This is an optimization exercise on Yosys and OpenROAD, whose aim is small area, a short achievable clock period and few clock cycles per item, not a production implementation.
Only simulation tests tie the RTL to the original design; equivalence was not proved.

Design pcm_voice_engine, start of the top module:
module pcm_voice_engine #(
    parameter int CHANNELS = 8,
    parameter int ADDR_W   = 24,
    parameter int PITCH_W  = 24
) (
    input  logic              CLK,
    input  logic              NRES,
    input  logic              wr_en,
    input  logic [9:0]        wr_addr,
    input  logic [7:0]        wr_data,
    input  logic              frame_start,
    output logic              rom_req,
    output logic [ADDR_W-1:0] rom_addr,
    input  logic              rom_ack,
    input  logic [7:0]        rom_data,
    output logic              smp_valid,
    output logic [2:0]        smp_ch,
    output logic [15:0]       smp_data,
    output logic              frame_done,
    output logic              frame_ovr
);
clock: 6.5 ns
lec_check: 0
cap_margin: 20
core_margin: 2
core_utilization: 55
setup_slack_margin: 3.0
slew_margin: 20
run.sh (not shown) runs the stock make flow with config.mk's settings and CLKGATE_MAP_FILE= SYNTH_SCRIPT=/design/flow/synth_recipe.tcl, a recipe that flattens the netlist after the stock synthesis.
The starting point finished with timing, DRC and antenna clean.
Testbench counts at the start, summed over its fixed seeds: cycles 18,735, frames 1,536.
Next try:
--- a/flow/design.v
+++ b/flow/design.v
@@ -33,18 +33,19 @@
     logic [7:0]  first_q, zp_q, zf_q, lw_q;  
     logic [15:0] cd_q [8];      
     logic [15:0] ccd_q;         
     logic [7:0]  cdl_q, cdh_q;  
     logic [7:0]  cv_q, kz_q, mk_q;
     logic        run_q, looped_q;
     logic [2:0]  e_q;
     logic [7:0]  lt_q;          
     logic [23:0] pcur_q;        
+    logic [23:0] scur_q;        
     logic [2:0]  mcur_q;        
     logic        wrs_q;         
     logic        smp_valid_q, frame_done_q, frame_ovr_q;
     logic [2:0]  smp_ch_q;
     logic [15:0] smp_data_q;
     logic        rom_req_q;
     logic [23:0] rom_addr_q;
     logic [2:0]  fv_q;
     logic        f16_q, fdp_q, fhi_q, fkz_q, fst_q, flo0_q;
@@ -145,18 +146,20 @@
         x_kill = x_run && x_act && x_cv && x_mk && !(lpen && !looped_q);
         x_exec = x_run && x_act && x_cv && !x_mk;
         x_emit = x_go && !x_loop;
     end
     logic [7:0]  done_m, want_kz, act_nx, need;
     logic        busy, port_free, last_b, fill_ok, cont16, issue, s_load;
     logic        need_c, s_kz, okA, okB;
     logic [7:0]  needA;
     logic [2:0]  candA, candB;
+    logic        direct;
+    logic [23:0] d_sc;
     logic [2:0]  rc;
     logic [24:0] s_pos;
     logic [23:0] s_sc;
     logic [1:0]  s_mode;
     always_comb begin
         busy      = rom_req_q;
         port_free = !rom_req_q || rom_ack;
         last_b    = !f16_q || fhi_q;
         fill_ok   = rom_req_q && rom_ack && last_b && !fst_q && !inv_wr[fv_q];
@@ -174,18 +177,23 @@
                          && !(nval_q && nv_q == 3'(v));
         end
         need_c = fpok_q && need[fp_q];
         needA = need;
         if (need_c) needA[fp_q] = 1'b0;
         okA   = |needA;
         okB   = |need;
         candA = (|(needA & ~lt_q)) ? first_set(needA & ~lt_q) : first_set(needA);
         candB = (|(need & ~lt_q))  ? first_set(need & ~lt_q)  : first_set(need);
+        direct = x_exec && !same_idx && s_load && (need == 8'd0)
+                 && !pend_off_q[e_q] && !kon[e_q] && !inv_wr[e_q];
+        if (is16)      d_sc = {pos_new[22:0], 1'b0};
+        else if (isdp) d_sc = pos_new[24:1];
+        else           d_sc = pos_new[23:0];
         rc     = fp_q - e_q;
         s_kz   = want_kz[fp_q];
         s_mode = mode_q[fp_q][1:0];
         s_pos  = (s_kz || zp_q[rc]) ? 25'd0 : rpos_q[rc];
         if (s_mode == 2'b01)      s_sc = {s_pos[22:0], 1'b0};
         else if (s_mode == 2'b10) s_sc = s_pos[24:1];
         else                      s_sc = s_pos[23:0];
     end
     logic       wr_byte_ok;
@@ -252,21 +260,23 @@
                 rpos_q[7]  <= rpos_q[0];
                 rfrac_q[7] <= rfrac_q[0];
                 racc_q[7]  <= racc_q[0];
             end
         end else if (x_loop) begin
             rpos_q[0] <= {1'b0, wl_q[e_q] ? loop_q[e_q] : 24'd0};
         end
         if (x_emit) begin
             pcur_q <= wp_q[e_q + 3'd1] ? pitch_q[e_q + 3'd1] : 24'd0;
+            scur_q <= ws_q[e_q + 3'd1] ? start_q[e_q + 3'd1] : 24'd0;
             mcur_q <= mode_q[e_q + 3'd1];
         end else if (!run_q) begin
             pcur_q <= wp_q[0] ? pitch_q[0] : 24'd0;
+            scur_q <= ws_q[0] ? start_q[0] : 24'd0;
             mcur_q <= mode_q[0];
         end
         begin
             logic [15:0] b;
             logic [2:0]  ne;
             ne = x_emit ? e_q + 3'd1 : e_q;
             b  = x_emit ? cd_q[e_q + 3'd1] : ccd_q;
             if (rom_req_q && rom_ack && fv_q == ne) begin
                 if (fhi_q) b[15:8] = rom_data;
@@ -282,19 +292,25 @@
                 else       cd_q[c][7:0]  <= rom_data;
             end
         end
         smp_ch_q   <= e_q;
         smp_data_q <= x_exec ? x_smp : 16'd0;
         if (port_free) begin
             if (cont16)      rom_addr_q <= rom_addr_q + 24'd1;
             else if (nval_q) rom_addr_q <= nst_q + nsc_q;
         end
-        if (s_load) begin
+        if (direct) begin
+            nv_q  <= e_q;
+            nst_q <= scur_q;
+            nsc_q <= d_sc;
+            n16_q <= is16;
+            ndp_q <= isdp;
+        end else if (s_load) begin
             nv_q  <= fp_q;
             nst_q <= ws_q[fp_q] ? start_q[fp_q] : 24'd0;
             nsc_q <= s_sc;
             n16_q <= (s_mode == 2'b01);
             ndp_q <= (s_mode == 2'b10);
         end
         if (port_free && !cont16 && nval_q) begin
             fv_q  <= nv_q;
             f16_q <= n16_q;
@@ -400,26 +416,29 @@
                     rom_req_q <= 1'b1;
                     fhi_q     <= 1'b0;
                     fkz_q     <= accept ? 1'b0 : nkz_q;
                     fst_q     <= inv_wr[nv_q]
                                  || (accept && !(nkz_q ? kon[nv_q] : !chg[nv_q]));
                 end else begin
                     rom_req_q <= 1'b0;
                 end
             end
-            if (s_load) begin
+            if (s_load && !direct) begin
                 fp_q   <= candA;
                 fpok_q <= okA;
             end else begin
                 fp_q   <= candB;
                 fpok_q <= okB;
             end
-            if (s_load) begin
+            if (direct) begin
+                nval_q <= 1'b1;
+                nkz_q  <= 1'b0;
+            end else if (s_load) begin
                 nval_q <= need_c && !inv_wr[fp_q]
                           && !(accept && !(s_kz ? kon[fp_q] : !chg[fp_q]));
                 nkz_q  <= accept ? 1'b0 : s_kz;
             end else begin
                 nval_q <= !inv_wr[nv_q]
                           && !(accept && !(nkz_q ? kon[nv_q] : !chg[nv_q]));
                 if (accept) nkz_q <= 1'b0;
             end
         end
Effect: The new run completed without violations; via count is higher by about a fifth; setup slack gets worse by 290 ps; flip-flop and latch count is higher by 24; register-to-register slack gets worse by 290 ps; wire length is higher by a quarter to a third; design area is higher by a little under a tenth; non-clock buffer count is higher by 143; fmax is lower by a little under a tenth; global-route usage is higher by 4.8 points; worst hold slack gets worse by 20 ps.
Testbench counts after the change, summed over its fixed seeds: cycles 18,406, frames 1,536.

==> static timing again, ports no longer ideal <==
The flow's constraints put no driver on any port. The routed layouts listed below were extracted and timed again, unchanged, in two steps.
Step 1: set_driving_cell puts a clkbuf_16 on CLK and a buf_2 on each other input, an assumption about the parent block.
Step 2 also shifts input and output timing later by t, the mid clock arrival at the registers, as if the neighbouring blocks saw the same clock.
Slacks: ideal ports / drivers / drivers and shift; pairs: ideal ports / drivers.
| run | t (ns) | setup WS [ns] | worst register clock-pin slew, ns |
|---|---|---|---|
| the first run | 0.849 | 2.865 / 2.863 / 2.014 | 0.07 / 0.07 |
| the second run | 0.883 | 2.576 / 2.576 / 1.855 | 0.07 / 0.07 |
After both steps setup and hold are still met in every run listed. The setup slack of the first run, which loses most, moves by -0.002 ns with the drivers and by -0.851 ns with both steps.
